What follows belongs to an exercise in optimizing a design on an open flow for small area; a production flow would make more cautious choices.
In this exercise RTL edits were held to simulation tests only and were not proved equivalent to the original.
Power and IR drop assume default switching activity.

**config.mk**
```make
export PLATFORM = sky130hd
export DESIGN_NAME = dma_csr
export DESIGN_NICKNAME = dma_csr
export VERILOG_FILES = /design/flow/design.v
export SDC_FILE = /design/flow/constraint.sdc
export NUM_CORES = 4
export LEC_CHECK = 0
export CAP_MARGIN = 10
export CORE_MARGIN = 2
export CORE_UTILIZATION = 65
export CTS_BUF_LIST = sky130_fd_sc_hd__clkbuf_16
export CTS_CLUSTER_DIAMETER = 90
export CTS_CLUSTER_SIZE = 28
export GPL_TIMING_DRIVEN = 0
export SLEW_MARGIN = 10
```
**constraint.sdc**
```tcl
create_clock -name core_clock -period 6.5 [get_ports {clk}]
set_input_delay 1.3000 -clock core_clock [delete_from_list [all_inputs] [get_ports {clk}]]
set_output_delay 1.3000 -clock core_clock [all_outputs]
set_load 0.01 [all_outputs]
```
**design.v**
```verilog
`timescale 1ns/1ps
package dma_csr_pkg;
    typedef logic [31:0] csr_word_t;
    typedef logic [3:0]  csr_index_t;
    typedef logic [15:0] dw_len_t;       
    typedef logic [2:0]  tlp_tc_t;
    typedef logic [20:0] cpld_size_t;    
    typedef struct packed {
        logic      psel;
        logic      penable;
        logic      pwrite;
        csr_word_t paddr;
        csr_word_t pwdata;
    } apb_req_t;
    typedef struct packed {
        csr_word_t prdata;
        logic      pready;
        logic      pslverr;
    } apb_rsp_t;
    typedef struct packed {
        logic       valid;
        logic       write;
        csr_index_t index;
        csr_word_t  wdata;
    } csr_access_t;
    typedef struct packed {
        csr_word_t  addr;
        dw_len_t    len;
        tlp_tc_t    tc;
        logic       en_64b;
        logic [7:0] up_addr;
        csr_word_t  count;      
        logic       start;
        logic       int_dis;
    } dma_desc_t;
    typedef struct packed {
        dma_desc_t wr;
        dma_desc_t rd;
    } dma_ctrl_t;
    typedef struct packed {
        csr_word_t  wr_cycles;
        csr_word_t  rd_cycles;
        cpld_size_t cpld_size;
        logic       rd_done;
    } perf_status_t;
endpackage
`timescale 1ns/1ps
module dma_csr_mac (
    input  logic [15:0] len_i,
    input  logic [20:0] count_i,
    input  logic [20:0] wdata_i,
    input  logic        swap_i,      
    input  logic        s1_i,        
    input  logic        s2_i,        
    input  logic [15:0] acc_i,
    output logic [20:0] sum_o
);
    logic [15:0] mul_l;           
    logic [20:0] mul_c;           
    logic [4:0]  mul_k;           
    logic [20:0] mul_a;           
    logic [21:0] row0, row1, row2;
    function automatic [21:0] booth_row(input [2:0] b, input [20:0] c);
        logic       one, two, neg;
        logic [20:0] m;
        one = b[0] ^ b[1];
        two = (b[2] & ~b[1] & ~b[0]) | (~b[2] & b[1] & b[0]);
        neg = b[2] & ~(b[1] & b[0]);
        m   = ({21{one}} & c) | ({21{two}} & {c[19:0], 1'b0});
        booth_row = {neg, m ^ {21{neg}}};
    endfunction
    assign mul_l = swap_i ? len_i : wdata_i[15:0];
    assign mul_c = swap_i ? wdata_i : count_i;
    assign mul_k = s1_i ? mul_l[14:10] : s2_i ? mul_l[9:5] : mul_l[4:0];
    assign mul_a = {(s1_i ? (mul_c[15:0] & {16{mul_l[15]}}) : acc_i), 5'd0};
    assign row0  = booth_row({mul_k[1:0], 1'b0}, mul_c);
    assign row1  = booth_row(mul_k[3:1], mul_c);
    assign row2  = booth_row({1'b0, mul_k[4:3]}, mul_c);
    assign sum_o = mul_a + row0[20:0] + {row1[18:0], 2'b0} + {row2[16:0], 4'b0}
                 + {19'd0, row0[21]} + {17'd0, row1[21], 2'b0};
endmodule
`timescale 1ns/1ps
module dma_csr (
    input  logic        clk,
    input  logic        rst_n,
    input  logic        psel,
    input  logic        penable,
    input  logic        pwrite,
    input  logic [31:0] paddr,
    input  logic [31:0] pwdata,
    output logic [31:0] prdata,
    output logic        pready,
    output logic        pslverr,
    input  logic        mwr_done_i,
    input  logic [20:0] cpld_data_size_i,
    output logic [31:0] wr_addr_o,
    output logic [15:0] wr_len_o,
    output logic [2:0]  wr_tc_o,
    output logic        wr_64b_o,
    output logic [7:0]  wr_up_addr_o,
    output logic [31:0] wr_count_o,
    output logic        wr_start_o,
    output logic        wr_int_dis_o,
    output logic [31:0] rd_addr_o,
    output logic [15:0] rd_len_o,
    output logic [2:0]  rd_tc_o,
    output logic        rd_64b_o,
    output logic [7:0]  rd_up_addr_o,
    output logic [31:0] rd_count_o,
    output logic        rd_start_o,
    output logic        rd_int_dis_o,
    output logic        init_rst_o,
    output logic        mrd_done_o
);
    logic       pready_q;
    logic [3:0] idx_q;           
    logic       commit;          
    logic [15:0] we;
    always_ff @(posedge clk) begin
        pready_q <= rst_n & psel & penable & ~pready_q;
        idx_q    <= paddr[5:2];
    end
    assign pready  = pready_q;
    assign pslverr = pready_q & idx_q[3] & (idx_q[2] | (idx_q[1] & idx_q[0]));
    assign commit  = pready_q & pwrite;
    always_comb begin
        we = '0;
        we[idx_q] = commit;
    end
    logic init_rst_q;
    logic clr;                   
    assign clr = ~rst_n | init_rst_q;
    logic [31:0] wdata_g;
    logic [15:0] ld;
    logic zfirst_q;
    always_ff @(posedge clk)
        zfirst_q <= rst_n & we[0] & pwdata[0] & ~init_rst_q;
    assign wdata_g = pwdata & {32{rst_n & ~zfirst_q}};
    assign ld      = we | {16{~rst_n}};
    always_ff @(posedge clk) begin
        if (ld[0]) init_rst_q <= wdata_g[0];
        if (ld[1]) begin
            wr_int_dis_o <= wdata_g[7];
            rd_int_dis_o <= wdata_g[23];
        end
        if (ld[2]) wr_addr_o <= wdata_g;
        if (ld[3]) begin
            wr_len_o     <= wdata_g[15:0];
            wr_tc_o      <= wdata_g[18:16];
            wr_64b_o     <= wdata_g[19];
            wr_up_addr_o <= wdata_g[31:24];
        end
        if (ld[4]) wr_count_o <= wdata_g;
        if (ld[5]) rd_addr_o <= wdata_g;
        if (ld[6]) begin
            rd_len_o     <= wdata_g[15:0];
            rd_tc_o      <= wdata_g[18:16];
            rd_64b_o     <= wdata_g[19];
            rd_up_addr_o <= wdata_g[31:24];
        end
        if (ld[7]) rd_count_o <= wdata_g;
    end
    always_ff @(posedge clk) begin
        if (clr) begin
            wr_start_o <= 1'b0;
            rd_start_o <= 1'b0;
        end else if (we[1]) begin
            wr_start_o <= pwdata[0];
            rd_start_o <= pwdata[16];
        end
    end
    assign init_rst_o = init_rst_q;
    logic [31:0] wcyc_q, rcyc_q;
    logic        winc_q, rinc_q;
    logic        rd_done_q;
    logic        wsel, rsel;
    assign wsel = (we[8] & ~init_rst_q) | ~rst_n | zfirst_q;
    assign rsel = (we[9] & ~init_rst_q) | ~rst_n | zfirst_q;
    always_ff @(posedge clk) begin
        winc_q <= ~clr & ~we[8] & wr_start_o & ~mwr_done_i;
        rinc_q <= ~clr & ~we[9] & rd_start_o & ~rd_done_q;
        if (wsel) wcyc_q <= wdata_g;
        else      wcyc_q <= wcyc_q + {31'd0, winc_q};
        if (rsel) rcyc_q <= wdata_g;
        else      rcyc_q <= rcyc_q + {31'd0, rinc_q};
    end
    logic        eq_q, m_q;
    logic [20:0] obs_q;           
    logic [20:0] mul_s;
    logic [15:0] acc_q;
    logic [20:0] prod_q;
    logic        s1, s2;          
    logic        s2_q;
    logic        prod_ld;
    logic        rst_prev_q;      
    always_ff @(posedge clk)
        s2_q <= rst_n & psel & ~penable;
    assign s1    = ~s2_q & ~pready_q;
    assign s2    = s2_q;
    dma_csr_mac u_mac (
        .len_i   (rd_len_o),
        .count_i (rd_count_o[20:0]),
        .wdata_i (pwdata[20:0]),
        .swap_i  (paddr[2]),
        .s1_i    (s1),
        .s2_i    (s2),
        .acc_i   (acc_q),
        .sum_o   (mul_s)
    );
    assign prod_ld = (commit & (idx_q[3:1] == 3'b011)) | rst_prev_q;
    always_ff @(posedge clk) begin
        acc_q <= mul_s[15:0];
        if (prod_ld) prod_q <= mul_s;
        rst_prev_q <= ~rst_n;
    end
    always_ff @(posedge clk) begin
        eq_q <= clr | (prod_q == cpld_data_size_i);
        m_q  <= ~clr & eq_q;
        if (clr)                     rd_done_q <= 1'b0;
        else if (rd_start_o && m_q)  rd_done_q <= 1'b1;
        if (!penable) obs_q <= cpld_data_size_i;
    end
    assign mrd_done_o = rd_done_q;
    logic mwr_done_s, rd_done_s;
    always_ff @(posedge clk) begin
        mwr_done_s <= mwr_done_i;
        rd_done_s  <= rd_done_q;
    end
    logic [15:0] rdsel;
    logic        rdsel_w, rdsel_r, rdsel_o;
    always_comb begin
        rdsel = '0;
        rdsel[idx_q] = 1'b1;
    end
    assign rdsel_w = rdsel[8] | rdsel[12];
    assign rdsel_r = rdsel[9] | rdsel[13];
    assign rdsel_o = (rdsel[10] | rdsel[11] | rdsel[14] | rdsel[15]) & ~init_rst_q;
    assign prdata =
          ({32{rdsel[0]}} & {8'h14, 4'h0, 4'h2, 8'h16, 7'h0, init_rst_q})
        | ({32{rdsel[1]}} & {7'h0, rd_done_s, rd_int_dis_o, 6'h0, rd_start_o,
                            7'h0, mwr_done_s, wr_int_dis_o, 6'h0, wr_start_o})
        | ({32{rdsel[2]}} & wr_addr_o)
        | ({32{rdsel[3]}} & {wr_up_addr_o, 4'h0, wr_64b_o, wr_tc_o, wr_len_o})
        | ({32{rdsel[4]}} & wr_count_o)
        | ({32{rdsel[5]}} & rd_addr_o)
        | ({32{rdsel[6]}} & {rd_up_addr_o, 4'h0, rd_64b_o, rd_tc_o, rd_len_o})
        | ({32{rdsel[7]}} & rd_count_o)
        | ({32{rdsel_w}}  & wcyc_q)
        | ({32{rdsel_r}}  & rcyc_q)
        | ({32{rdsel_o}}  & {11'h0, obs_q});
endmodule
```
**flow/run.sh**
```bash
#!/bin/bash
# The standard ORFS layout (standard.sh) with these changes:
#  * synthesis maps the logic with an area-oriented ABC script
#    (flow/abc_area.script, no delay target); flow/synth.tcl is
#    synth_recipe.tcl with that abc
#    call wrapped, and flattens and renames as synth_recipe.tcl does;
#  * the port buffers use the smallest buffer cell.
set -euo pipefail
here=$(pwd)
export MY_ABC_SCRIPT=$here/flow/abc_area.script
export MY_ABC_NOD=1
export BUFFER_PORTS_ARGS="-buffer_cell sky130_fd_sc_hd__buf_1"
sed "s#SYNTH_SCRIPT=[^ ]*#SYNTH_SCRIPT=$here/flow/synth.tcl#" standard.sh > own_standard.sh
bash own_standard.sh > standard_flow.log 2>&1
```
**flow/abc_area.script**
```
strash; dc2; balance; rewrite; refactor; balance; rewrite; rewrite -z; balance; refactor -z; rewrite -z; balance; &get -n; &dch -f; &nf; &put
```
**flow/synth.tcl**
```tcl
proc synth {args} { yosys synth -nofsm -noshare {*}$args }
if {[info exists ::env(MY_ABC_SCRIPT)]} {
  proc abc {args} {
    set orig $args
    set i [lsearch -exact $args -script]
    if {$i >= 0} { set args [lreplace $args $i [expr {$i+1}] -script $::env(MY_ABC_SCRIPT)] }
    if {[info exists ::env(MY_ABC_NOD)]} {
      set j [lsearch -exact $args -D]
      if {$j >= 0} { set args [lreplace $args $j [expr {$j+1}]] }
    }
    if {[info exists ::env(MY_ABC_SPEED_MODULES)]} {
      puts "MY_ABC speed: $orig $::env(MY_ABC_SPEED_MODULES)"
      yosys abc {*}$orig {*}$::env(MY_ABC_SPEED_MODULES)
      puts "MY_ABC area: $args $::env(DESIGN_NAME)"
      yosys abc {*}$args $::env(DESIGN_NAME)
    } else {
      puts "MY_ABC: $args"
      yosys abc {*}$args
    }
  }
}
source $::env(SCRIPTS_DIR)/synth.tcl
# left out here: clear keep_hierarchy, flatten, clean up, hide names made inside functions, write 1_2_yosys.v
```
**standard.sh**
```bash
#!/bin/bash
# synth_recipe.tcl (not shown) runs the flow's synth.tcl, then flattens the netlist and writes it again
# the make line also repeats each setting of config.mk as NAME=value (left out here)
make -C /OpenROAD-flow-scripts/flow DESIGN_CONFIG=/design/flow/config.mk WORK_HOME=/design/flow/orfs CLKGATE_MAP_FILE= SYNTH_SCRIPT=/design/flow/synth_recipe.tcl "${@:-finish}"
```
==> results by group <==
Detailed routing
  • Post-DRT Antenna Nets: 0
  • Starting DRT DRC Count: 2061
  • Via count: 13600
  • Post-route DRC: 0
  • TritonRoute pass-1 iters: 9
  • Via density: 6.91
  • DR WL/cell: 26.8 um
  • Final WL: 52.7 mm

Clocking
  • Worst skew pair latency: 0.52 ns
  • Clock sinks: 326
  • Clock Root Buffer: clkbuf_16
  • CTS Buf Count: 15
  • Clock-pin slew on the worst setup and hold paths: 0.11 ns
  • CTS tree: yes
  • CTS H-tree depth: 1
  • Hold_buf cts: 0
  • Bufs on Longest Clock Path: 3

Timing
  • RSZ-0062 raised after global routing: true
  • Final hold vios: 0
  • Worst Max-Slew Pin Slew: 1.21 ns
  • Slew Viols, Final: 0
  • Minimum clock period: 6.29 ns
  • Setup_tns: 0 ns
  • Period utilisation layout: 96.7%
  • Fmax achieved: 159 MHz
  • Setup Skew: 0.0191 ns
  • Setup Viol. Count Final: 0
  • Max transition margin: 19.5%
  • Worst setup margin: 0.215 ns

Yosys
  • Gate Count Post-Synth: 1290
  • Top-count cell post-synth: edfxtp_1
  • Synth cell count leaders: 229 x edfxtp_1, 122 x clkinv_1, 120 x nand2_1
  • Flops & latches, synth: 326
  • Syn avg cell area: 12.0 sq um
  • Leading area contributor after synthesis: edfxtp_1
  • Area of the mapped netlist: 15500 sq um
  • Top FF cell, synth: edfxtp_1
  • Area contributors post-synth: edfxtp_1 44%, dfxtp_1 13%, fa_1 4.0%, a222oi_1 3.9%, a21oi_1 3.1%
  • Ys async rst share: 0%
  • Seq/Total Area, Yosys: 57.0%
  • Post-Syn Nets: 1445
  • Post-synth EDFFs: 229
  • Share of the synthesized area in the top cell type: 44.4%
  • Unique masters post-synth: 46
  • Synth Warn #: 2

Setup path
  • CP required: 6.77 ns
  • CP endpoint kind: flop
  • Max Fanout on Critical Path: 13
  • CP max stage delay: 0.54 ns
  • Startpoint types: primary input
  • CP delay by family, top: compound AO/OA/AOI/OAI gates
  • Arr. time, crit path: 6.56 ns
  • Setup CP Type: primary input to flop
  • CP Buf/Inv Count: 7
  • Worst path slowest cell: mux4_2

Floorplanning
  • Rows: 56
  • Die height: 158 um
  • Die span in x: 158 um
  • Total die area: 25100 sq um
  • Top Ports: 315
  • Starting Density: 66.1%
  • Core area: 23400 sq um

Layout
  • Design Area, Final: 18300 sq um
  • Fillcell total: 1519
  • Layout cell share with drive strength beyond 1: 6.44%
  • Area growth, synth to finish: 18.2%
  • Final core occ: 78.2%
  • Final nets: 1792

Global route
  • Total global routing overflow: 0
  • GRT Util Overall: 40.9%
  • Global-route wire length before repair: 75.0 mm
  • Vias in the first global route: 12300
  • Initial antenna violation count: 2
  • Largest net degree at the start of global routing: 30

Placement
  • Routability cong.: 0.978
  • Area after DPL: 17600 sq um
  • Post-DP HPWL: 37.4 mm
  • Pre-CTS WS: -1.36 ns
  • PortBufs: 286

Power
  • PwrDens: 328 nW/um^2
  • Leakage: 6.52 nW
  • Overall power: 0.00600 W
  • Max VDD drop: 0.400 mV

Outcome
  • Status: timing/DRC/antenna clean

Run
  • Max-Cap Viols: 0

Worst hold path
  • Hold WC Path Type: flop to flop
flip-flops by register name, summed over array words and instances, names as in the netlist, 21 cells and up:
register    count
wcyc_q         32
rd_count_o     32
wr_count_o     32
wr_addr_o      32
obs_q          21
rcyc_q         32
prod_q         21
rd_addr_o      32
routing by layer:
layer	wire, um	global-route usage (%)
met5	0	0
met4	2880	18.8
met3	6880	7.89
met2	24500	65.8
met1	18400	54.2
where the power goes:
group	internal (W)	switching (W)	leakage [nW]
clock	0.000434	0.000645	0.240
sequential	0.00256	0.000113	3.13
combinational	0.000885	0.00136	3.15
total	0.00388	0.00212	6.52
cell families (layout without fill, tap and decap cells):
family | Yosys count | count (layout) | synth area share, %
flops | 326 | 326 | 57.0
xor+xnor | 75 | 75 | 4.24
simple gates | 297 | 297 | 9.42
compound gates | 376 | 377 | 17.3
other cells | 0 | 3 | 0
buf+inv | 122 | 477 | 2.96
mux | 30 | 30 | 2.48
fa+ha+maj | 64 | 64 | 6.68
through the flow:
stage               hold slack [ns]  cells
finish                        0.463   1968
global route                  0.451   1967
CTS                           0.444   1954
detailed placement            0.429   1917
global placement              0.411   1895
floorplan                     0.405   1290
final cells by class:
class,instances,area (sq um),area share (%)
Sequential cell,326,8820,48.2
Inverter,122,458,2.50
Multi-Input combinational cell,843,6440,35.2
Clock buffer,15,375,2.05
Clock inverter,11,52.6,0.287
Tap cell,319,399,2.18
Timing Repair Buffer,329,1750,9.56
Antenna cell,3,7.51,0.0410
worst register-to-register path, cell delays in order (launching register included):
cell	delay, ns
dfxtp_1	0.75
mux4_2	0.61
nor2_2	0.28
a21oi_4	0.11
ha_4	0.43
a21oi_1	0.10
xnor2_1	0.16
fa_1	0.55
clkinv_1	0.09
fa_1	0.55
clkinv_1	0.06
ha_1	0.33
clkinv_1	0.06
o21bai_1	0.08
a21oi_2	0.17
o21bai_1	0.10
a21oi_2	0.19
o21ai_2	0.09
a31o_1	0.25
a21o_1	0.19
a21oi_2	0.16
o21bai_1	0.11
a21oi_2	0.19
o21ai_1	0.11
xnor2_1	0.13
path summary, 6_finish.rpt:
check,from,end,slack [ns],cells after the start
hold reg to reg,rd_done_q$_SDFFE_PP0P_,rd_done_s$_DFF_P_,0.46,0
setup reg to reg,pready_q$_DFF_P_,prod_q[20]$_DFFE_PP_,0.40,24
setup / recovery,paddr[2],prod_q[20]$_DFFE_PP_,0.21,27
hold / removal,rd_done_q$_SDFFE_PP0P_,rd_done_s$_DFF_P_,0.46,0
placed cells by master, fill, tap and decap left out, types with 9 or more instances in the layout:
cell	count
nor2_1	34
edfxtp_1	229
dfxtp_1	97
buf_4	21
mux2_1	17
buf_1	285
ha_1	31
xor2_1	34
a31oi_1	11
nor2b_1	17
clkbuf_16	15
o21ai_0	33
nand3_1	33
a221oi_1	14
nand2_1	119
o22ai_1	28
a222oi_1	61
a22oi_1	39
o32ai_1	29
a22o_1	18
and3_1	22
buf_12	10
fa_1	31
and2_0	18
clkinv_1	122
xnor2_1	41
and4_1	16
buf_16	9
a21oi_1	89
repair_timing:
| action | 4_1_cts | 5_1_grt |
|---|---|---|
| cloned | 2 | 0 |
| gates resized for setup | 8 | 9 |
| buffers inserted | 9 | 10 |
| pin swaps | 2 | 5 |
| endpoints found under the setup margin | 10 | 4 |

separate check: timing with driven ports:
How much do the figures lean on ideal ports? The routed layout below was timed once more, with nothing changed but the port constraints. Step 1 sets driving cells, clkbuf_16 on the clock port and buf_2 on the other inputs (assumed; they add their load-dependent delay and slew). Step 2, shift: input delay + t, output delay - t, t = (earliest + latest rising clock arrival at the registers) / 2. This alone moves slack from input paths to output paths. a / b / c = no drivers / after step 1 / after step 2; a / b = the first two.
t, ns: 0.561
setup slack, ns: 0.215 / 0.235 / -0.326
hold WS [ns]: 0.463 / 0.463 / 0.463
latest minus earliest clock arrival (ns): 0.021 / 0.022
slew at the worst register clock pin (ns): 0.11 / 0.11
Met with ideal ports but missed after step 2: setup timing in this run. For this run, drivers alone change the setup slack by +0.020 ns; drivers and shift together by -0.541 ns.
